Background: an optimization exercise with open tools, aiming at small area, a short achievable clock period and few clock cycles. Do not read the settings as production practice.
Function was checked by simulation only, so behaviour that the tests miss may differ from the original.

==> flow/design.v, too long to show whole: its modules and the start of the top module <==
// module npu_ctrl: 4160 lines
module npu_ctrl #(
    parameter int unsigned N     = 4,
    parameter int unsigned KTAPS = 3
) (
    input  logic        clk,
    input  logic        rst_n,
    input  logic        npu_start_matrix_mul,
    input  logic        npu_start_conv,
    output logic        npu_done,
    output logic        busy,
    input  logic [63:0] a_base,
    input  logic [63:0] b_base,
    input  logic [63:0] c_base,
    output logic        mem_req,
    output logic        mem_we,
    output logic [63:0] mem_addr,
    output logic [63:0] mem_wdata,
    input  logic        mem_ready,
    input  logic        mem_rvalid,
    input  logic [63:0] mem_rdata
);
  // ...
==> flow/flow/run.sh <==
#!/bin/bash
bash standard.sh SETUP_SLACK_MARGIN=8 \
  "BUFFER_PORTS_ARGS=-buffer_cell sky130_fd_sc_hd__buf_2" \
  "CTS_ARGS=-sink_clustering_enable -repair_clock_nets -dont_use_dummy_load -buf_list {sky130_fd_sc_hd__clkbuf_4 sky130_fd_sc_hd__clkbuf_8}" \
  finish > standard.log 2>&1
==> flow/standard.sh <==
#!/bin/bash
# synth_recipe.tcl (not shown) runs the flow's synth.tcl, then flattens the netlist and writes it again
# the make line also repeats each setting of config.mk as NAME=value (left out here)
make -C /OpenROAD-flow-scripts/flow DESIGN_CONFIG=/design/flow/config.mk WORK_HOME=/design/flow/orfs CLKGATE_MAP_FILE= SYNTH_SCRIPT=/design/flow/synth_recipe.tcl "${@:-finish}"
==> flow/config.mk <==
export PLATFORM = sky130hd
export DESIGN_NAME = npu_ctrl
export DESIGN_NICKNAME = npu_ctrl
export VERILOG_FILES = /design/flow/design.v
export SDC_FILE = /design/flow/constraint.sdc
export NUM_CORES = 4
export LEC_CHECK = 0
export CAP_MARGIN = 20
export CORE_MARGIN = 2
export CORE_UTILIZATION = 40
export SLEW_MARGIN = 20
==> flow/constraint.sdc <==
create_clock -name core_clock -period 11.0 [get_ports {clk}]
set_input_delay 2.2000 -clock core_clock [delete_from_list [all_inputs] [get_ports {clk}]]
set_output_delay 2.2000 -clock core_clock [all_outputs]
set_load 0.01 [all_outputs]
==> summary.txt, run 1 <==
Run status
  – Outcome: timing/DRC/antenna clean

Logic synthesis
  – Synthesized area per cell: 11.1 sq um
  – Yosys warning count: 1
  – Adder-cell share of the synthesized area: 26.1%
  – XOR/XNOR Fraction of Synth Area: between 10% and 20%
  – Sequential share of the synthesized area: between 30 and 40%
  – Count leader, synth: a22oi_1

Worst setup path
  – Critical path origin: addr_q[35]
  – Max stage delay on crit path: about 520 ps
  – Crit path max fanout: 1
  – Critical path class: flip-flop to output pin
  – FF-to-FF path depth: 13

GRT
  – Met2 usage: between 40% and 50%
  – Met3 GRT Util: 18.0%

Drt
  – Vias: slightly below 70000
  – Met2 routed WL: between 100000 and 150000 um
  – Pre-antenna DRT Iters: 10

Finish
  – Combined area of the multi-input logic cells: roughly 0.057 sq mm
  – N_diodes: 38
  – Final core area utilization: between 50% and 60%
  – Largest cell class: multi-input gates

Job
  – Max-cap viol count: 0

STA
  – Minimum clock period after layout: approximately 4000 ps
  – Max-slew violations: 0

Floorplan
  – Well Taps: roughly 2800
  – Initial cell density of the core: 40.2%

Placed design
  – Pre-CTS setup slack: ~5800 ps
Testbench counts, summed over its fixed seeds: cycles 7,988.
==> run 2: changes to the inputs <==
==> flow/flow/run.sh (replaced) <==
#!/bin/bash
bash standard.sh SETUP_SLACK_MARGIN=7.3 \
  "BUFFER_PORTS_ARGS=-buffer_cell sky130_fd_sc_hd__buf_2" \
  "CTS_ARGS=-sink_clustering_enable -repair_clock_nets -dont_use_dummy_load" \
  finish > standard.log 2>&1
--- a/flow/config.mk
+++ b/flow/config.mk
@@ -8,4 +8,4 @@
 export CAP_MARGIN = 20
 export CORE_MARGIN = 2
-export CORE_UTILIZATION = 40
+export CORE_UTILIZATION = 55
 export SLEW_MARGIN = 20
==> run 2 against run 1 <==
  * Synthesized cell count unchanged
  * Maximum frequency grew 4.4%
  * Still clean
  * Highest routed layer unchanged
==> summary.txt, run 2 <==
Logic synthesis
  – Yosys warning count: 1 (unchanged)
  – Synth top cells by count: 1026 x a22oi_1, 1010 x fa_1, 834 x inv_1, 833 x xor2_1, 576 x edfxtp_1 (unchanged)
  – Synth Register Bits: 1095 (unchanged)
  – Post-Syn Area: 0.0842 sq mm (unchanged)
  – Adder-cell share of the synthesized area: 26.1% (unchanged)
  – EDFF count, synth: 576 (unchanged)
  – Mapped Nets: 9034 (unchanged)
  – Unique masters post-synth: 77 (unchanged)
  – Synth Area in Simple Gates: 4.83% (unchanged)
  – Synth Flop Type: edfxtp_1 (unchanged)
  – Asr flop ratio synth: 3.65% (unchanged)
  – Compound-cell area share of the yosys netlist: 12.4% (unchanged)
  – Synthesized area per cell: 11.1 sq um (unchanged)
  – Main combinational cell family by area after synthesis: adder cells (unchanged)
  – Post-Syn Instances: 7620 (unchanged)
  – Synth top area cells: fa_1 24%, edfxtp_1 21%, dfxtp_1 11% (unchanged)
  – Cell taking the most area after synthesis: fa_1 (unchanged)
  – Sequential share of the synthesized area: 33.1% (unchanged)
  – Count leader, synth: a22oi_1 (unchanged)
  – Synth top area share: 24.0% (unchanged)
  – XOR/XNOR Fraction of Synth Area: 13.3% (unchanged)
  – Multiplexer share of the synthesized area: 3.40% (unchanged)

Placed design
  – IO Port Bufs: 393 (unchanged)
  – Final HPWL DP: 186000 um (was 191000 um)
  – Area after DPL: 0.0874 sq mm (was 0.0909 sq mm)
  – Final GP Congestion: 0.931 (was 0.909)

Worst setup path
  – Critical path required time: 11520 ps (was 8800 ps)
  – Startpoint types: flip-flop (unchanged)
  – Crit path DAT: 4280 ps (was 1730 ps)
  – FF-to-FF path depth: 13 (unchanged)
  – Slowest cell on the critical path: or4_4 (was edfxtp_1)
  – Max stage delay on crit path: 550 ps (was 520 ps)
  – Crit path top cell by count: buf_6
  – R2R setup slack: 7240 ps (was 7190 ps)
  – Critical path class: flip-flop to flip-flop (was flip-flop to output pin)
  – Crit end category: flip-flop (was output pin)
  – Crit path max fanout: 5 (was 1)
  – Reg-to-Reg End: addr_q[50] (was addr_q[58])
  – Critical Path, Cell by Cell: buf_6 -> mux2i_1 -> o21a_2 -> nor4_4 -> or4b_4 -> or4_4 -> nor3_4 -> buf_6 -> and3_4 -> buf_4 -> xnor2_1 -> nand2_1 -> o21ai_1 (was buf_2)
  – Critical R2R Launch: d_base_q[0] (unchanged)

Clock network
  – Clock Sinks: 1095 (unchanged)
  – Max Root-Sink Buffers: 3 (unchanged)
  – Insertion delay to the later sink of the worst-skew pair: 780 ps (was 1000 ps)
  – CTS tree: built (unchanged)
  – Clock transition at the registers of the reported paths: 60 ps (about the same)
  – CTS Hold Bufs: 0 (unchanged)
  – Clk root buf: clkbuf_16 (was clkbuf_8)
  – CTS HTree Levels: 3 (was 4)
  – CTS Buf Count: 118 (was 185)

Floorplan
  – Core area: 0.152 sq mm (was 0.209 sq mm)
  – Full die area: 0.156 sq mm (was 0.214 sq mm)
  – Initial cell density of the core: 55.4% (was 40.2%)
  – FP Rows: 143 (was 168)
  – Die Width: 395 um (was 463 um)
  – I/O Pins: 394 (unchanged)
  – Die Ht: 395 um (was 463 um)

Finish
  – Reg with most FFs: cut_q (unchanged)
  – Most common cell after layout, fill and taps aside: a22oi_1 (was xor2_1)
  – Most frequent cells in the layout: 1012 x a22oi_1, 1003 x fa_1, 833 x xor2_1, 833 x inv_1, 576 x edfxtp_1 (was 760 x xor2_1, 671 x inv_1, 618 x a22oi_2)
  – Final Cell Area: 0.0933 sq mm (was 0.108 sq mm)
  – Max reg flops: 256 (unchanged)
  – Final core area utilization: 61.3% (was 51.6%)
  – Layout fillers: 12542 (was 17836)
  – P&R area growth vs syn: 10.8% (was 28.4%)
  – NumNets Final: 9102 (was 9642)
  – Share of cells above drive strength 1: 14.1% (was 37.5%)

STA
  – Setup TNS: 0 ps (unchanged)
  – RSZ-0062 raised after global routing: yes (unchanged)
  – Fmax: 0.266 GHz (was 0.255 GHz)
  – Clock skew: 89.4 ps (was 128 ps)
  – # setup viols final: 0 (unchanged)
  – Max-slew violations: 0 (unchanged)
  – Slew margin rel.: 29.1% (was 25.6%)
  – Min Hold Slack: 350 ps (was 356 ps)
  – Final hold vios: 0 (unchanged)
  – Worst Max-Slew Pin Slew: 1060 ps (was 1120 ps)
  – Minimum clock period after layout: 3760 ps (was 3930 ps)
  – Fin crit share: 34.2% (was 35.7%)

Drt
  – Routed len/inst: 31.6 um (was 33.0 um)
  – Residual DRC: 0 (unchanged)
  – Pre-antenna DRT Iters: 13 (was 10)
  – Final ANT Viol Nets: 0 (unchanged)
  – Via-to-Cell Ratio: 6.51 (was 6.13)
  – DRT iter0 DRCs: 8279 (was 9224)
  – Vias: 63465 (was 67818)
  – Post-detailed-routing wire length: 308000 um (was 365000 um)

Run status
  – Outcome: timing/DRC/antenna clean (unchanged)

GRT
  – Remaining Overflow, GRT: 0 (unchanged)
  – Global-route wire length before repair: 439000 um (was 502000 um)
  – Pin count of the biggest net entering global routing: 173 (was 150)
  – Vias in the first global route: 65468 (was 69166)
  – Initial antenna violation count: 59 (was 60)
  – Total GRT Usage: 38.3% (was 32.6%)

Hold path
  – Worst Hold Class: flip-flop to flip-flop (unchanged)
  – Hold Path Sink: p2_last_q (unchanged)
  – Min-delay src: p1_last_q (unchanged)
  – Hold Path Stages: 0 (unchanged)

Job
  – Max-cap viol count: 0 (unchanged)
[run 2: cell types whose count changed in the layout (fill, tap and decap cells not counted), sizes merged, moves of 3 or more]
cell / before / now
buf: 1073 / 628
clkbuf: 201 / 124
bufbuf: 15 / 3
diode: 38 / 30
clkinvlp: 4 / 1
or2: 9 / 6
[run 2: how the worst max path moves through the flow]
stage,cells past startpoint,end,startpoint
floorplan,6,d_off_q[2],run_q
global placement,4,r0[23],mem_rvalid
detailed placement,4,r0[23],mem_rvalid
CTS,11,wdata_q[56],acc_c_q[8]
global route,13,addr_q[50],d_base_q[0]
finish,13,addr_q[50],d_base_q[0]
[run 2: stage by stage]
stage	setup slack, ps	cells
6_report	7240	9746
5_1_grt	7190	9734
4_1_cts	7220	9664
3_5_place_dp	5780	9480
3_3_place_gp	5820	9479
2_1_floorplan	6820	7620
[run 2: logic make-up after synthesis]
kind of cell / Yosys count
compound gates: 1486
fa+ha+maj: 1152
simple gates: 810
flops: 1095
mux: 267
buf+inv: 1530
xor+xnor: 1280
[run 2: timing repair]
| item | in CTS | in global routing |
|---|---|---|
| pin swaps | 14 | 37 |
| endpoints found under the setup margin | 434 | 262 |
| buffers inserted | 62 | 47 |
| resized for setup | 156 | 159 |
| gates cloned | 4 | 5 |
[run 2: worst max-delay path: cells and delay by family, from the launching register on]
family | cells | cell delay, ps
compound gates | 2 | 320
xor+xnor | 1 | 50
buf+inv | 3 | 450
flops | 1 | 530
mux | 1 | 130
simple gates | 6 | 2040
[run 2: final cells by class]
type / instances / area (sq um) / share of cell area [%]
Multi-Input combinational cell: 4996 / 51200 / 54.9
Sequential cell: 1095 / 28000 / 30.1
Timing Repair Buffer: 637 / 5270 / 5.64
Inverter: 840 / 3190 / 3.41
Clock buffer: 118 / 2950 / 3.16
Tap cell: 2030 / 2540 / 2.72
Antenna cell: 30 / 75.1 / 0.0805
[run 2: metal layers]
layer | up-vias | part of all wire [%] | GRT usage [%]
met5 | - | 0.13 | 0.462
met2 | 4992 | 42 | 55.2
li1 | 25454 | - | -
met4 | 35 | 7.2 | 20.7
met3 | 1486 | 14 | 15.2
met1 | 31498 | 37 | 49.5
==> run 3: changes to the inputs <==
--- a/flow/config.mk
+++ b/flow/config.mk
@@ -8,4 +8,4 @@
 export CAP_MARGIN = 20
 export CORE_MARGIN = 2
-export CORE_UTILIZATION = 55
+export CORE_UTILIZATION = 68
 export SLEW_MARGIN = 20
==> run 3 against run 2 <==
  * Still clean on timing, DRC and antenna
  * Non-clock buffer count decreased by 54
  * Sequential cell count unchanged
  * Global-route usage increased by 6.8 points
  * Clock-buffer cell count decreased by 5
  * Wire length decreased by 6.1%
  * Worst setup slack got worse by 4.4 ps
  * Via count increased by 0.32%
  * Core utilization increased by 13 points
  * Critical endpoint is now addr_q[63]
==> summary.txt, run 3 <==
Run status
  – Outcome: timing/DRC/antenna clean (unchanged)

Drt
  – Residual DRC: 0 (unchanged)
  – Pre-antenna DRT Iters: 16 (was 13)
  – Post-detailed-routing wire length: 289000 um (was 308000 um)
  – DRT iter0 DRCs: 10652 (was 8279)
  – Final ANT Viol Nets: 0 (unchanged)
  – Via-to-Cell Ratio: 6.85 (was 6.51)
  – Vias: 63668 (was 63465)
  – Routed len/inst: 31.1 um (was 31.6 um)

Floorplan
  – FP Rows: 129 (was 143)
  – Core area: 0.123 sq mm (was 0.152 sq mm)
  – Die Width: 356 um (was 395 um)
  – Initial cell density of the core: 68.3% (was 55.4%)
  – Die Ht: 356 um (was 395 um)
  – Full die area: 0.127 sq mm (was 0.156 sq mm)
  – I/O Pins: 394 (unchanged)

GRT
  – Remaining Overflow, GRT: 0 (unchanged)
  – Global-route wire length before repair: 420000 um (was 439000 um)
  – Vias in the first global route: 66178 (was 65468)
  – Total GRT Usage: 45.2% (was 38.3%)
  – Pin count of the biggest net entering global routing: 192 (was 173)
  – Initial antenna violation count: 41 (was 59)

Placed design
  – Placed Cells: 9076 (was 9480)
  – IO Port Bufs: 393 (unchanged)
  – Final GP Congestion: 0.980 (was 0.931)
  – Pre-CTS setup slack: 5880 ps (was 5780 ps)
  – Final HPWL DP: 179000 um (was 186000 um)
  – Area after DPL: 0.0868 sq mm (was 0.0874 sq mm)

STA
  – Fmax: 0.266 GHz (about the same)
  – Max-slew violations: 0 (unchanged)
  – Min Hold Slack: 352 ps (was 350 ps)
  – Worst Max-Slew Pin Slew: 1170 ps (was 1060 ps)
  – Final hold vios: 0 (unchanged)
  – Setup TNS: 0 ps (unchanged)
  – RSZ-0062 raised after global routing: yes (unchanged)
  – Slew margin rel.: 21.8% (was 29.1%)
  – Clock skew: 65.3 ps (was 89.4 ps)
  – Fin crit share: 34.2% (about the same)
  – Final worst slack: 7240 ps (about the same)
  – # setup viols final: 0 (unchanged)
  – Minimum clock period after layout: 3760 ps (about the same)

Finish
  – FF+latch area: 0.0280 sq mm (about the same)
  – Most common cell after layout, fill and taps aside: a22oi_1 (unchanged)
  – Max reg flops: 256 (unchanged)
  – Final Cell Area: 0.0917 sq mm (was 0.0933 sq mm)
  – Fin cells: 9294 (was 9746)
  – Layout fillers: 8518 (was 12542)
  – Reg with most FFs: cut_q (unchanged)
  – Share of cells above drive strength 1: 13.2% (was 14.1%)
  – P&R area growth vs syn: 8.87% (was 10.8%)
  – Combined area of the multi-input logic cells: 0.0511 sq mm (was 0.0512 sq mm)
  – NumNets Final: 9044 (was 9102)
  – Most frequent cells in the layout: 1023 x a22oi_1, 1006 x fa_1, 832 x xor2_1, 832 x inv_1, 576 x edfxtp_1 (was 1012 x a22oi_1, 1003 x fa_1, 833 x xor2_1, 833 x inv_1, 576 x edfxtp_1)
  – Final core area utilization: 74.4% (was 61.3%)

Hold path
  – Min-delay src: p1_first_q (was p1_last_q)
  – Worst Hold Class: flip-flop to flip-flop (unchanged)
  – Hold Path Stages: 0 (unchanged)
  – Hold Path Sink: p2_first_q (was p2_last_q)

Clock network
  – Clock Sinks: 1095 (unchanged)
  – Clk root buf: clkbuf_16 (unchanged)
  – CTS tree: built (unchanged)
  – CTS Buf Count: 113 (was 118)
  – Clock transition at the registers of the reported paths: 60 ps (about the same)
  – Insertion delay to the later sink of the worst-skew pair: 790 ps (was 780 ps)
  – Max Root-Sink Buffers: 3 (unchanged)
  – CTS HTree Levels: 3 (unchanged)

Worst setup path
  – Slowest cell on the critical path: dfrtp_4 (was or4_4)
  – Max stage delay on crit path: 530 ps (was 550 ps)
  – Crit path top cell by count: nor4b_4 (was buf_6)
  – Critical Path, Cell by Cell: buf_16 -> mux2i_1 -> o21a_2 -> nor4_4 -> or4b_4 -> or4_4 -> nor4b_4 -> buf_6 -> nand2_4 -> nor4b_4 -> xnor2_1 -> a21oi_1 (was buf_6 -> mux2i_1 -> o21a_2 -> nor4_4 -> or4b_4 -> or4_4 -> nor3_4 -> buf_6 -> and3_4 -> buf_4 -> xnor2_1 -> nand2_1 -> o21ai_1)
  – FF-to-FF path depth: 12 (was 13)
  – Critical path required time: 11450 ps (was 11520 ps)
  – Crit path DAT: 4220 ps (was 4280 ps)
  – Reg-to-Reg End: addr_q[63] (was addr_q[50])
  – Critical path class: flip-flop to flip-flop (unchanged)
  – Critical R2R Launch: d_base_q[0] (unchanged)
  – Crit end category: flip-flop (unchanged)
  – Startpoint types: flip-flop (unchanged)
  – R2R setup slack: 7240 ps (about the same)
  – Crit path max fanout: 14 (was 5)

Logic synthesis
  – Post-Syn Instances: 7620 (unchanged)
  – Synth Register Bits: 1095 (unchanged)
  – Synth top area share: 24.0% (unchanged)
  – EDFF count, synth: 576 (unchanged)
  – Synthesized area per cell: 11.1 sq um (unchanged)
  – Sequential share of the synthesized area: 33.1% (unchanged)
  – Synth top cells by count: 1026 x a22oi_1, 1010 x fa_1, 834 x inv_1, 833 x xor2_1, 576 x edfxtp_1 (unchanged)
  – Yosys warning count: 1 (unchanged)
  – Asr flop ratio synth: 3.65% (unchanged)
  – Unique masters post-synth: 77 (unchanged)
  – Synth Flop Type: edfxtp_1 (unchanged)
  – Count leader, synth: a22oi_1 (unchanged)
  – Synth top area cells: fa_1 24%, edfxtp_1 21%, dfxtp_1 11% (unchanged)
  – Post-Syn Area: 0.0842 sq mm (unchanged)
  – Cell taking the most area after synthesis: fa_1 (unchanged)
  – Mapped Nets: 9034 (unchanged)

Job
  – Max-cap viol count: 0 (unchanged)
-- run 3: cell counts after synthesis --
No cell type changed its count.
-- run 3: layout make-up --
cell class,instances,share of cell area [%]
Multi-Input combinational cell,4997,55.7
Sequential cell,1095,30.6
Timing Repair Buffer,583,4.83
Inverter,840,3.46
Clock buffer,113,3.08
Tap cell,1637,2.23
Antenna cell,29,0.0791
-- run 3: how the worst max path moves through the flow --
stage / start / endpoint
after floorplan: run_q / d_off_q[2]
after global placement: mem_rvalid / r0[43]
after detailed placement: mem_rvalid / r1[43]
after CTS: d_base_q[0] / addr_q[63]
after global routing: d_base_q[0] / addr_q[63]
final: d_base_q[0] / addr_q[63]
-- run 3: repair_timing --
action | in CTS | in global routing
cloned | 4 | 2
setup buffers | 32 | 38
resized for setup | 144 | 114
pin swaps | 12 | 11
setup endpoints to repair | 423 | 235
endpoints found under the hold margin | 0 | 0
hold buffers | 0 | 0
-- run 3: kinds of logic (layout without fill, tap and decap cells) --
family	after synthesis	count (layout)	share of synthesized area [%]
xor gates and xnor gates	1280	1280	13.3
DFF	1095	1095	33.1
adders and majority gates	1152	1152	26.1
AOI/OAI and AO/OA	1486	1487	12.4
buffers and inverters	1530	1536	6.87
and+or+nand+nor	810	811	4.83
other	0	29	0
muxes	267	267	3.40
-- run 3: per-layer routing --
layer / global-route usage [%] / vias to the layer above / wire length, um / share of wire, %
li1: - / 25318 / - / -
met4: 29.6 / 22 / 25100 / 8.7
met1: 55.8 / 31083 / 98000 / 34
met3: 18.9 / 1773 / 44100 / 15
met2: 65.0 / 5472 / 121000 / 42
met5: 0.868 / - / 288 / 0.10
-- run 3: critical path: cells and delay by family, from the launching register on --
kind / cells / cell delay, ps
simple gates: 6 / 1980
flops: 1 / 530
buf+inv: 2 / 360
compound gates: 2 / 320
xor+xnor: 1 / 150
mux: 1 / 130
==> run 4: changes to the inputs <==
==> flow/flow/run.sh (replaced) <==
#!/bin/bash
bash standard.sh SETUP_SLACK_MARGIN=7.15 \
  "BUFFER_PORTS_ARGS=-buffer_cell sky130_fd_sc_hd__buf_2" \
  "CTS_ARGS=-sink_clustering_enable -repair_clock_nets -dont_use_dummy_load" \
  finish > standard.log 2>&1
==> run 4 against run 3 <==
  * Non-clock buffer count is 7 lower
  * Sequential share of layout area grew 0.12 points
  * Via count up 0.33%
  * Final cell count about the same
  * Critical path depth fell by 4
  * First-iteration DRC count down 8.5%
  * Die area unchanged
  * Clock skew rose by 51 ps
==> summary.txt, run 4 <==
Run status
  – Outcome: timing/DRC/antenna clean (unchanged)

Drt
  – DRT iter0 DRCs: 9742 (was 10652)
  – Routed len/inst: 31.0 um (was 31.1 um)
  – Pre-antenna DRT Iters: 10 (was 16)
  – Via-to-Cell Ratio: 6.88 (was 6.85)
  – Vias: 63878 (was 63668)
  – Post-detailed-routing wire length: 288000 um (was 289000 um)
  – Final ANT Viol Nets: 0 (unchanged)
  – Residual DRC: 0 (unchanged)

STA
  – Minimum clock period after layout: 3910 ps (was 3760 ps)
  – Fin crit share: 35.5% (was 34.2%)
  – Max-slew violations: 0 (unchanged)
  – Worst Max-Slew Pin Slew: 1150 ps (was 1170 ps)
  – RSZ-0062 raised after global routing: yes (unchanged)
  – Fmax: 0.256 GHz (was 0.266 GHz)
  – Clock skew: 116 ps (was 65.3 ps)
  – Final hold vios: 0 (unchanged)
  – Slew margin rel.: 23.5% (was 21.8%)
  – Setup TNS: 0 ps (unchanged)
  – # setup viols final: 0 (unchanged)

GRT
  – Remaining Overflow, GRT: 0 (unchanged)
  – Total GRT Usage: 44.9% (was 45.2%)
  – Vias in the first global route: 65607 (was 66178)
  – Pin count of the biggest net entering global routing: 87 (was 192)
  – Global-route wire length before repair: 418000 um (was 420000 um)
  – Initial antenna violation count: 42 (was 41)

Placed design
  – Final HPWL DP: 178000 um (was 179000 um)
  – Area after DPL: 0.0868 sq mm (about the same)
  – Placed Cells: 9080 (was 9076)
  – Final GP Congestion: 0.990 (was 0.980)
  – IO Port Bufs: 393 (unchanged)

Finish
  – NumNets Final: 9037 (was 9044)
  – Reg with most FFs: cut_q (unchanged)
  – P&R area growth vs syn: 8.39% (was 8.87%)
  – Fin cells: 9290 (was 9294)
  – Share of cells above drive strength 1: 12.8% (was 13.2%)
  – Max reg flops: 256 (unchanged)
  – Final core area utilization: 74.0% (was 74.4%)
  – Most frequent cells in the layout: 1026 x a22oi_1, 1007 x fa_1, 833 x inv_1 (was 1023 x a22oi_1, 1006 x fa_1, 832 x xor2_1, 832 x inv_1, 576 x edfxtp_1)
  – Most common cell after layout, fill and taps aside: a22oi_1 (unchanged)
  – Final Cell Area: 0.0913 sq mm (was 0.0917 sq mm)

Clock network
  – Clock Sinks: 1095 (unchanged)
  – CTS Buf Count: 114 (was 113)
  – CTS tree: built (unchanged)
  – CTS HTree Levels: 3 (unchanged)
  – Insertion delay to the later sink of the worst-skew pair: 770 ps (was 790 ps)
  – Max Root-Sink Buffers: 3 (unchanged)
  – Clock transition at the registers of the reported paths: 60 ps (about the same)
  – CTS Hold Bufs: 0 (unchanged)
  – Clk root buf: clkbuf_16 (unchanged)

Logic synthesis
  – Yosys warning count: 1 (unchanged)
  – Cell taking the most area after synthesis: fa_1 (unchanged)
  – Synth top area share: 24.0% (unchanged)
  – Post-Syn Instances: 7620 (unchanged)
  – Asr flop ratio synth: 3.65% (unchanged)
  – EDFF count, synth: 576 (unchanged)
  – Synth top cells by count: 1026 x a22oi_1, 1010 x fa_1, 834 x inv_1, 833 x xor2_1, 576 x edfxtp_1 (unchanged)
  – Synth top area cells: fa_1 24%, edfxtp_1 21%, dfxtp_1 11% (unchanged)
  – Count leader, synth: a22oi_1 (unchanged)
  – Unique masters post-synth: 77 (unchanged)
  – Sequential share of the synthesized area: 33.1% (unchanged)
  – Mapped Nets: 9034 (unchanged)
  – Post-Syn Area: 0.0842 sq mm (unchanged)
  – Synth Flop Type: edfxtp_1 (unchanged)
  – Synthesized area per cell: 11.1 sq um (unchanged)
  – Synth Register Bits: 1095 (unchanged)

Floorplan
  – Full die area: 0.127 sq mm (unchanged)
  – I/O Pins: 394 (unchanged)
  – Core area: 0.123 sq mm (unchanged)
  – FP Rows: 129 (unchanged)
  – Die Width: 356 um (unchanged)
  – Die Ht: 356 um (unchanged)
  – Initial cell density of the core: 68.3% (unchanged)

Worst setup path
  – Max stage delay on crit path: 640 ps (was 530 ps)
  – Critical path required time: 11560 ps (was 11450 ps)
  – Critical Path, Cell by Cell: buf_6 -> a22oi_1 -> xor2_1 -> fa_1 -> fa_1 -> fa_1 -> inv_1 -> fa_1 (was buf_16 -> mux2i_1 -> o21a_2 -> nor4_4 -> or4b_4 -> or4_4 -> nor4b_4 -> buf_6 -> nand2_4 -> nor4b_4 -> xnor2_1 -> a21oi_1)
  – Critical path class: flip-flop to flip-flop (unchanged)
  – Crit path max fanout: 42 (was 14)
  – Startpoint types: flip-flop (unchanged)
  – CP bufs+invs: 2 (unchanged)
  – Slowest cell on the critical path: fa_1 (was dfrtp_4)
  – Crit path top cell by count: fa_1 (was nor4b_4)
  – Crit path DAT: 4470 ps (was 4220 ps)
  – Kind of cell adding the most delay to the critical path: adder cells (was simple AND/OR/NAND/NOR gates)
  – Crit end category: flip-flop (unchanged)

Hold path
  – Worst Hold Class: flip-flop to flip-flop (unchanged)

Job
  – Max-cap viol count: 0 (unchanged)
[run 4: cell types whose count changed in the layout (fill, tap and decap cells not counted), sizes merged]
cell / change
diode: +3
inv: +1
bufbuf: -3
buf: -5
clkinvlp: -1
clkbuf: +2
or2: -1
[run 4: kinds of logic after synthesis]
logic type	Yosys count	synth area share [%]
buffers and inverters	1530	6.87
AOI/OAI and AO/OA	1486	12.4
xor gates and xnor gates	1280	13.3
adders and majority gates	1152	26.1
DFF	1095	33.1
and+or+nand+nor	810	4.83
muxes	267	3.40
[run 4: cell type report]
type / count / area (sq um)
fillers: 8627 / 32000
repair buffers: 576 / 4130
clock buffers: 114 / 2850
well taps: 1637 / 2050
flip-flops and latches: 1095 / 28000
multi-input cells: 4996 / 51000
diodes: 32 / 80.1
inverters: 840 / 3170
[run 4: path summary, 6_finish.rpt]
path / from / to / slack [ps] / cells past startpoint
worst max-delay path: r0[22] / cut_q[200] / 7090 / 8
min in group asynchronous: rst_n / rpre_q / 1620 / 1
worst max register to register: r0[22] / cut_q[200] / 7090 / 8
worst min-delay path: p1_last_q / p2_last_q / 350 / 0
max in group asynchronous: rst_n / p2_first_q / 8700 / 1
worst min register to register: p1_last_q / p2_last_q / 350 / 0
[run 4: routing by layer]
layer / track usage (%) / wire length (um)
met1: 56.4 / 98000
met2: 64.1 / 121000
met3: 18.7 / 45100
met4: 28.4 / 23400
met5: 1.36 / 288
[run 4: timing repair]
action / 4_1_cts / 5_1_grt
pin swaps: 2 / 14
cloned: 1 / 2
endpoints found under the setup margin: 382 / 289
buffers inserted: 20 / 40
gates resized for setup: 74 / 111
hold endpoints to repair: 0 / 0
[run 4: stage by stage]
step	worst slack, ps	hold slack (ps)
global route	6990	356
global placement	5850	334
CTS	7150	353
floorplan	6820	329
finish	7090	350
detailed placement	5790	346
==> run 5: changes to the inputs <==
==> flow/flow/run.sh (replaced) <==
#!/bin/bash
bash standard.sh SETUP_SLACK_MARGIN=7.3 \
  "BUFFER_PORTS_ARGS=-buffer_cell sky130_fd_sc_hd__buf_2" \
  "CTS_ARGS=-sink_clustering_enable -repair_clock_nets -dont_use_dummy_load -sink_clustering_size 30 -sink_clustering_max_diameter 80" \
  finish > standard.log 2>&1
==> run 5 against run 4 <==
  * Still clean
  * Global-route usage grew 0.20 points
  * Worst setup slack gained 160 ps
  * Non-clock buffer count grew 60
  * Hold slack gained 9.2 ps
  * Die area is the same
  * Critical endpoint is now cut_q[60]
  * Largest cell class unchanged
==> summary.txt, run 5 <==
Run status
  – Outcome: timing/DRC/antenna clean (unchanged)

GRT
  – Pin count of the biggest net entering global routing: 192 (was 87)
  – Initial antenna violation count: 50 (was 42)
  – Remaining Overflow, GRT: 0 (unchanged)
  – Vias in the first global route: 65728 (was 65607)
  – Global-route wire length before repair: 420000 um (was 418000 um)
  – Total GRT Usage: 45.1% (was 44.9%)

Floorplan
  – Initial cell density of the core: 68.3% (unchanged)
  – Die Width: 356 um (unchanged)
  – Die Ht: 356 um (unchanged)
  – I/O Pins: 394 (unchanged)
  – Full die area: 0.127 sq mm (unchanged)
  – Core area: 0.123 sq mm (unchanged)
  – FP Rows: 129 (unchanged)

STA
  – Fmax: 0.267 GHz (was 0.256 GHz)
  – Max-slew violations: 0 (unchanged)
  – Final worst slack: 7250 ps (was 7090 ps)
  – Clock skew: 129 ps (was 116 ps)
  – Worst Max-Slew Pin Slew: 1310 ps (was 1150 ps)
  – Setup TNS: 0 ps (unchanged)
  – Min Hold Slack: 359 ps (was 350 ps)
  – # setup viols final: 0 (unchanged)
  – Final hold vios: 0 (unchanged)
  – Minimum clock period after layout: 3750 ps (was 3910 ps)
  – Slew margin rel.: 12.7% (was 23.5%)
  – RSZ-0062 raised after global routing: yes (unchanged)
  – Fin crit share: 34.1% (was 35.5%)

Clock network
  – CTS HTree Levels: 2 (was 3)
  – CTS tree: built (unchanged)
  – Clock transition at the registers of the reported paths: 110 ps (was 60 ps)
  – Max Root-Sink Buffers: 3 (unchanged)
  – CTS Buf Count: 52 (was 114)
  – Clock Sinks: 1095 (unchanged)
  – Insertion delay to the later sink of the worst-skew pair: 760 ps (was 770 ps)
  – CTS Hold Bufs: 0 (unchanged)
  – Clk root buf: clkbuf_16 (unchanged)

Logic synthesis
  – Cell taking the most area after synthesis: fa_1 (unchanged)
  – Unique masters post-synth: 77 (unchanged)
  – Post-Syn Area: 0.0842 sq mm (unchanged)
  – Asr flop ratio synth: 3.65% (unchanged)
  – Post-Syn Instances: 7620 (unchanged)
  – Mapped Nets: 9034 (unchanged)
  – Synth Flop Type: edfxtp_1 (unchanged)
  – Synthesized area per cell: 11.1 sq um (unchanged)
  – EDFF count, synth: 576 (unchanged)
  – Synth top area share: 24.0% (unchanged)
  – Synth top area cells: fa_1 24%, edfxtp_1 21%, dfxtp_1 11% (unchanged)
  – Count leader, synth: a22oi_1 (unchanged)
  – Yosys warning count: 1 (unchanged)
  – Synth Register Bits: 1095 (unchanged)
  – Synth top cells by count: 1026 x a22oi_1, 1010 x fa_1, 834 x inv_1, 833 x xor2_1, 576 x edfxtp_1 (unchanged)
  – Sequential share of the synthesized area: 33.1% (unchanged)

Drt
  – Final ANT Viol Nets: 0 (unchanged)
  – Via-to-Cell Ratio: 6.95 (was 6.88)
  – Pre-antenna DRT Iters: 14 (was 10)
  – Routed len/inst: 31.8 um (was 31.0 um)
  – Residual DRC: 0 (unchanged)
  – Post-detailed-routing wire length: 296000 um (was 288000 um)
  – DRT iter0 DRCs: 10975 (was 9742)
  – Vias: 64565 (was 63878)

Placed design
  – IO Port Bufs: 393 (unchanged)
  – Final HPWL DP: 179000 um (was 178000 um)
  – Pre-CTS setup slack: 5880 ps (was 5790 ps)
  – Final GP Congestion: 0.980 (was 0.990)

Worst setup path
  – Reg-to-Reg End: cut_q[60] (was cut_q[200])
  – Critical path required time: 11540 ps (was 11560 ps)
  – Crit path DAT: 4300 ps (was 4470 ps)
  – R2R setup slack: 7250 ps (was 7090 ps)
  – Crit path max fanout: 23 (was 42)
  – Startpoint types: flip-flop (unchanged)
  – Crit end category: flip-flop (unchanged)
  – Critical R2R Launch: r0[18] (was r0[22])
  – FF-to-FF path depth: 9 (was 8)
  – Critical path class: flip-flop to flip-flop (unchanged)

Hold path
  – Hold Path Sink: p2_last_q (unchanged)
  – Min-delay src: p1_last_q (unchanged)
  – Hold Path Stages: 0 (unchanged)
  – Worst Hold Class: flip-flop to flip-flop (unchanged)

Job
  – Max-cap viol count: 0 (unchanged)

Finish
  – NumNets Final: 9036 (was 9037)
  – Most common cell after layout, fill and taps aside: a22oi_1 (unchanged)
  – Share of cells above drive strength 1: 13.5% (was 12.8%)
  – Max reg flops: 256 (unchanged)
  – Layout fillers: 8588 (was 8627)
  – Most frequent cells in the layout: 1008 x a22oi_1, 1001 x fa_1, 830 x inv_1 (was 1026 x a22oi_1, 1007 x fa_1, 833 x inv_1)
  – P&R area growth vs syn: 8.41% (was 8.39%)
  – Reg with most FFs: cut_q (unchanged)
-- run 5: changes by cell type in the layout (fill, tap and decap cells not counted), moves of 14 or more --
| cell | previous run | this run |
|---|---|---|
| o21ai_1 | 7 | 21 |
| clkbuf_16 | 116 | 62 |
| a22oi_2 | 0 | 18 |
| o21ai_0 | 120 | 105 |
| a22oi_1 | 1026 | 1008 |
| buf_12 | 31 | 71 |
| buf_6 | 39 | 23 |
-- run 5: how the worst max path moves through the flow --
stage | slack (ps) | cells past startpoint | endpoint | startpoint
finish | 7250 | 9 | cut_q[60] | r0[18]
global route | 7190 | 14 | addr_q[58] | d_base_q[0]
CTS | 7250 | 12 | addr_q[63] | d_base_q[0]
detailed placement | 5880 | 4 | r1[43] | mem_rvalid
global placement | 5900 | 4 | r0[43] | mem_rvalid
floorplan | 6820 | 6 | d_off_q[2] | run_q
-- run 5: final cells by class --
class                   count  area [sq um]  share of cell area (%)
inverters                 840          3190                    3.49
clock buffers              52          1300                    1.42
diodes                     35          87.6                  0.0959
multi-input cells        4997         51300                    56.2
repair buffers            636          5360                    5.87
flip-flops and latches   1095         28000                    30.7
well taps                1637          2050                    2.24
-- run 5: worst max-delay path, cell delays in order (launching register included) --
cell and delay [ps]:
edfxtp_1 500, buf_12 190, buf_6 260, a22oi_1 330, xor2_1 270, fa_1 500
fa_1 470, fa_1 520, inv_1 50, fa_1 470
-- run 5: kinds of logic (layout without fill, tap and decap cells) --
logic type | after synthesis | after routing | share of synthesized area [%]
compound gates | 1486 | 1487 | 12.4
xor+xnor | 1280 | 1280 | 13.3
fa+ha+maj | 1152 | 1152 | 26.1
buf+inv | 1530 | 1528 | 6.87
flops | 1095 | 1095 | 33.1
mux | 267 | 267 | 3.40
other cells | 0 | 35 | 0
simple gates | 810 | 811 | 4.83
-- run 5: per-layer routing --
layer / share of wire (%) / track usage (%) / vias to the layer above
met1: 33 / 55.5 / 31620
li1: - / - / 25310
met3: 16 / 19.7 / 1900
met5: 0.30 / 0.415 / -
met2: 41 / 65.0 / 5699
met4: 9.2 / 28.7 / 36
-- run 5: repair_timing --
item,4_1_cts,5_1_grt
setup buffers,36,76
gates resized for setup,173,204
pin swaps,16,36
endpoints found under the setup margin,425,305
gates cloned,5,12
-- run 5: metrics by stage --
stage	area, sq um	std cells	utilization, %
finish	91300	9292	74.1
floorplan	84500	7620	-
global placement	86800	9075	70.4
detailed placement	86800	9076	70.4
CTS	89400	9169	72.5
global route	91300	9280	74.0
==> run 6: changes to the inputs <==
==> flow/flow/run.sh (replaced) <==
#!/bin/bash
bash standard.sh SETUP_SLACK_MARGIN=7.3 \
  "BUFFER_PORTS_ARGS=-buffer_cell sky130_fd_sc_hd__buf_1" \
  "CTS_ARGS=-sink_clustering_enable -repair_clock_nets -dont_use_dummy_load -sink_clustering_size 30 -sink_clustering_max_diameter 80" \
  finish > standard.log 2>&1
==> run 6 against run 5 <==
  * Still clean on timing, DRC and antenna
  * Via count down 1.1%
  * Final cell count down 0.23%
  * Die area did not move
  * Worst setup slack worse by 34 ps
  * Cell area is 1.1% lower
  * Clock-buffer cell count up 1
  * Synthesized cell count unchanged
  * Non-clock buffer count fell by 26
==> summary.txt, run 6 <==
Worst setup path
  – Crit end category: flip-flop (unchanged)
  – Reg-to-Reg End: cut_q[201] (was cut_q[60])
  – Critical Path, Cell by Cell: buf_12 -> clkbuf_8 -> a22oi_1 -> xor2_1 -> fa_1 -> fa_1 -> inv_1 -> fa_1 -> fa_1 (was buf_12 -> buf_6 -> a22oi_1 -> xor2_1 -> fa_1 -> fa_1 -> fa_1 -> inv_1 -> fa_1)
  – Slowest cell on the critical path: fa_1 (unchanged)
  – Critical path class: flip-flop to flip-flop (unchanged)
  – FF-to-FF path depth: 9 (unchanged)
  – Crit path top cell by count: fa_1 (unchanged)
  – Critical R2R Launch: r0[14] (was r0[18])
  – R2R setup slack: 7220 ps (was 7250 ps)
  – Crit path max fanout: 25 (was 23)
  – Startpoint types: flip-flop (unchanged)
  – Critical path required time: 11570 ps (was 11540 ps)
  – Max stage delay on crit path: 590 ps (was 520 ps)
  – Crit path DAT: 4360 ps (was 4300 ps)

STA
  – Fmax: 0.264 GHz (was 0.267 GHz)
  – Clock skew: 97.8 ps (was 129 ps)
  – Final hold vios: 0 (unchanged)
  – Minimum clock period after layout: 3780 ps (was 3750 ps)
  – Worst Max-Slew Pin Slew: 1020 ps (was 1310 ps)
  – Setup TNS: 0 ps (unchanged)
  – # setup viols final: 0 (unchanged)
  – Fin crit share: 34.4% (was 34.1%)
  – Max-slew violations: 0 (unchanged)
  – RSZ-0062 raised after global routing: yes (unchanged)
  – Final worst slack: 7220 ps (was 7250 ps)
  – Slew margin rel.: 31.9% (was 12.7%)

GRT
  – Total GRT Usage: 44.5% (was 45.1%)
  – Remaining Overflow, GRT: 0 (unchanged)
  – Met3 GRT Util: 17.8% (was 19.7%)
  – Initial antenna violation count: 36 (was 50)
  – Grt met1 use: 56.2% (was 55.5%)
  – Vias in the first global route: 65943 (was 65728)
  – GR peak layer: met2 (unchanged)
  – Pin count of the biggest net entering global routing: 83 (was 192)
  – Met2 usage: 64.1% (was 65.0%)
  – Global-route wire length before repair: 417000 um (was 420000 um)

Clock network
  – CTS Hold Bufs: 0 (unchanged)
  – CTS Buf Count: 53 (was 52)
  – Insertion delay to the later sink of the worst-skew pair: 730 ps (was 760 ps)
  – CTS tree: built (unchanged)
  – CTS HTree Levels: 2 (unchanged)
  – Max Root-Sink Buffers: 3 (unchanged)
  – Clock Sinks: 1095 (unchanged)
  – Clk root buf: clkbuf_16 (unchanged)
  – Clock transition at the registers of the reported paths: 110 ps (about the same)

Drt
  – Final ANT Viol Nets: 0 (unchanged)
  – Vias: 63837 (was 64565)
  – Via-to-Cell Ratio: 6.89 (was 6.95)
  – DRT iter0 DRCs: 9875 (was 10975)
  – Residual DRC: 0 (unchanged)
  – Post-detailed-routing wire length: 288000 um (was 296000 um)
  – Routed len/inst: 31.0 um (was 31.8 um)
  – Pre-antenna DRT Iters: 13 (was 14)

Placed design
  – IO Port Bufs: 393 (unchanged)
  – Final HPWL DP: 177000 um (was 179000 um)
  – Area after DPL: 0.0863 sq mm (was 0.0868 sq mm)
  – Pre-CTS setup slack: 5720 ps (was 5880 ps)
  – Final GP Congestion: 0.945 (was 0.980)

Logic synthesis
  – EDFF count, synth: 576 (unchanged)
  – Synth top cells by count: 1026 x a22oi_1, 1010 x fa_1, 834 x inv_1, 833 x xor2_1, 576 x edfxtp_1 (unchanged)
  – Sequential share of the synthesized area: 33.1% (unchanged)
  – Mapped Nets: 9034 (unchanged)
  – Yosys warning count: 1 (unchanged)
  – Synth top area share: 24.0% (unchanged)
  – Synthesized area per cell: 11.1 sq um (unchanged)
  – Unique masters post-synth: 77 (unchanged)
  – Count leader, synth: a22oi_1 (unchanged)
  – Synth top area cells: fa_1 24%, edfxtp_1 21%, dfxtp_1 11% (unchanged)
  – Post-Syn Instances: 7620 (unchanged)
  – Cell taking the most area after synthesis: fa_1 (unchanged)
  – Synth Flop Type: edfxtp_1 (unchanged)
  – Post-Syn Area: 0.0842 sq mm (unchanged)
  – Synth Register Bits: 1095 (unchanged)
  – Asr flop ratio synth: 3.65% (unchanged)

Finish
  – Final core area utilization: 73.2% (was 74.1%)
  – NumNets Final: 9012 (was 9036)
  – P&R area growth vs syn: 7.22% (was 8.41%)
  – Final Cell Area: 0.0903 sq mm (was 0.0913 sq mm)
  – Reg with most FFs: cut_q (unchanged)
  – Most frequent cells in the layout: 1015 x a22oi_1, 1004 x fa_1, 832 x xor2_1, 832 x inv_1, 576 x edfxtp_1 (was 1008 x a22oi_1, 1001 x fa_1, 830 x inv_1)
  – Max reg flops: 256 (unchanged)
  – Share of cells above drive strength 1: 7.82% (was 13.5%)
  – Combined area of the multi-input logic cells: 0.0513 sq mm (about the same)
  – FF+latch area: 0.0280 sq mm (about the same)
  – Most common cell after layout, fill and taps aside: a22oi_1 (unchanged)
  – Layout fillers: 8836 (was 8588)

Floorplan
  – Full die area: 0.127 sq mm (unchanged)
  – Die Ht: 356 um (unchanged)
  – Die Width: 356 um (unchanged)
  – Initial cell density of the core: 68.3% (unchanged)
  – FP Rows: 129 (unchanged)
  – I/O Pins: 394 (unchanged)
  – Core area: 0.123 sq mm (unchanged)

Hold path
  – Hold Path Sink: p2_first_q (was p2_last_q)
  – Min-delay src: p1_first_q (was p1_last_q)
  – Worst Hold Class: flip-flop to flip-flop (unchanged)
  – Hold Path Stages: 0 (unchanged)

Job
  – Max-cap viol count: 0 (unchanged)

Run status
  – Outcome: timing/DRC/antenna clean (unchanged)
## run 6: cell counts after synthesis
No cell type changed its count.
## run 6: cell type report
| type | instances | area share (%) |
|---|---|---|
| Antenna cell | 38 | 0.105 |
| Clock buffer | 53 | 1.47 |
| Inverter | 840 | 3.52 |
| Multi-Input combinational cell | 4997 | 56.8 |
| Sequential cell | 1095 | 31.0 |
| Tap cell | 1637 | 2.27 |
| Timing Repair Buffer | 610 | 4.83 |
| Timing Repair inverter | 1 | 0.00831 |
## run 6: critical path: cells and delay by family (launching register included)
kind            cells  cell delay [ps]
flops               1              510
xor+xnor            1              200
compound gates      1              290
buf+inv             3              570
fa+ha+maj           4             2040
## run 6: logic make-up (layout without fill, tap and decap cells)
| kind of cell | after synthesis | in the layout | synth area share, % |
|---|---|---|---|
| XOR/XNOR | 1280 | 1280 | 13.3 |
| AND/OR/NAND/NOR | 810 | 810 | 4.83 |
| flip-flops | 1095 | 1095 | 33.1 |
| buffers and inverters | 1530 | 1504 | 6.87 |
| adder cells (fa/ha/maj) | 1152 | 1152 | 26.1 |
| multiplexers | 267 | 267 | 3.40 |
| other | 0 | 38 | 0 |
| AO/OA/AOI/OAI | 1486 | 1488 | 12.4 |
## run 6: how the worst max path moves through the flow
stage | cells past startpoint | to | slack [ps] | startpoint
4_1_cts | 6 | bd_two[0] | 7230 | mem_rvalid
3_5_place_dp | 4 | r0[43] | 5720 | mem_rvalid
3_3_place_gp | 4 | r0[43] | 5780 | mem_rvalid
2_1_floorplan | 6 | d_off_q[2] | 6820 | run_q
5_1_grt | 13 | addr_q[63] | 7160 | d_base_q[0]
6_report | 9 | cut_q[201] | 7220 | r0[14]
## run 6: repair_timing
action,in CTS,in global routing
setup endpoints to repair,529,359
pin swaps,15,23
resized for setup,150,162
setup buffers,45,44
cloned,3,9
## run 6: metrics by stage
stage	hold WS, ps	instances
finish	361	9271
global route	363	9260
CTS	361	9180
floorplan	329	7620
detailed placement	336	9079
global placement	334	9079
## run 6: per-layer routing
layer | part of all wire [%] | vias to the layer above
met5 | 0.20 | -
met4 | 8.7 | 19
met3 | 15 | 1721
met2 | 42 | 5523
met1 | 34 | 31325
li1 | - | 25249

-- separate check: timing with driven ports --
How much do the figures lean on ideal ports? The routed layouts below were timed once more, with nothing changed but the port constraints.
Step 1 (the two cells are an assumption about what drives the block):
set clk [get_ports {clk}]
set_driving_cell -lib_cell sky130_fd_sc_hd__clkbuf_16 $clk
set_driving_cell -lib_cell sky130_fd_sc_hd__buf_2 [delete_from_list [all_inputs] $clk]
Step 2 adds t to the input delays and takes it off the output delays; t is the mean of the earliest and latest rising clock arrival at the registers after step 1. Input paths then give back, and output paths get back, about the clock's delay inside the block.
a / b / c = no drivers / after step 1 / after step 2; a / b = the first two.
| run | t (ns) | setup WS [ns] | worst setup path after step 2 | slew at the worst register clock pin (ns) | pins driven straight from the clock port |
|---|---|---|---|---|---|
| run 1 | 1.022 | 7.075 / 6.988 / 6.930 | input to register | 0.07 / 0.07 | 1 |
| run 2 | 0.835 | 7.240 / 7.238 / 6.678 | input to register | 0.07 / 0.07 | 1 |
| run 3 | 0.823 | 7.236 / 7.212 / 6.614 | input to register | 0.07 / 0.07 | 1 |
| run 4 | 0.786 | 7.090 / 7.090 / 6.546 | input to register | 0.06 / 0.06 | 1 |
| run 5 | 0.776 | 7.250 / 7.228 / 6.739 | input to register | 0.11 / 0.11 | 1 |
| run 6 | 0.760 | 7.216 / 7.216 / 6.570 | input to register | 0.12 / 0.12 | 1 |
After both steps setup and hold are still met in every run listed. The setup slack of run 6, which loses most, moves by 0.000 ns with the drivers and by -0.646 ns with both steps.
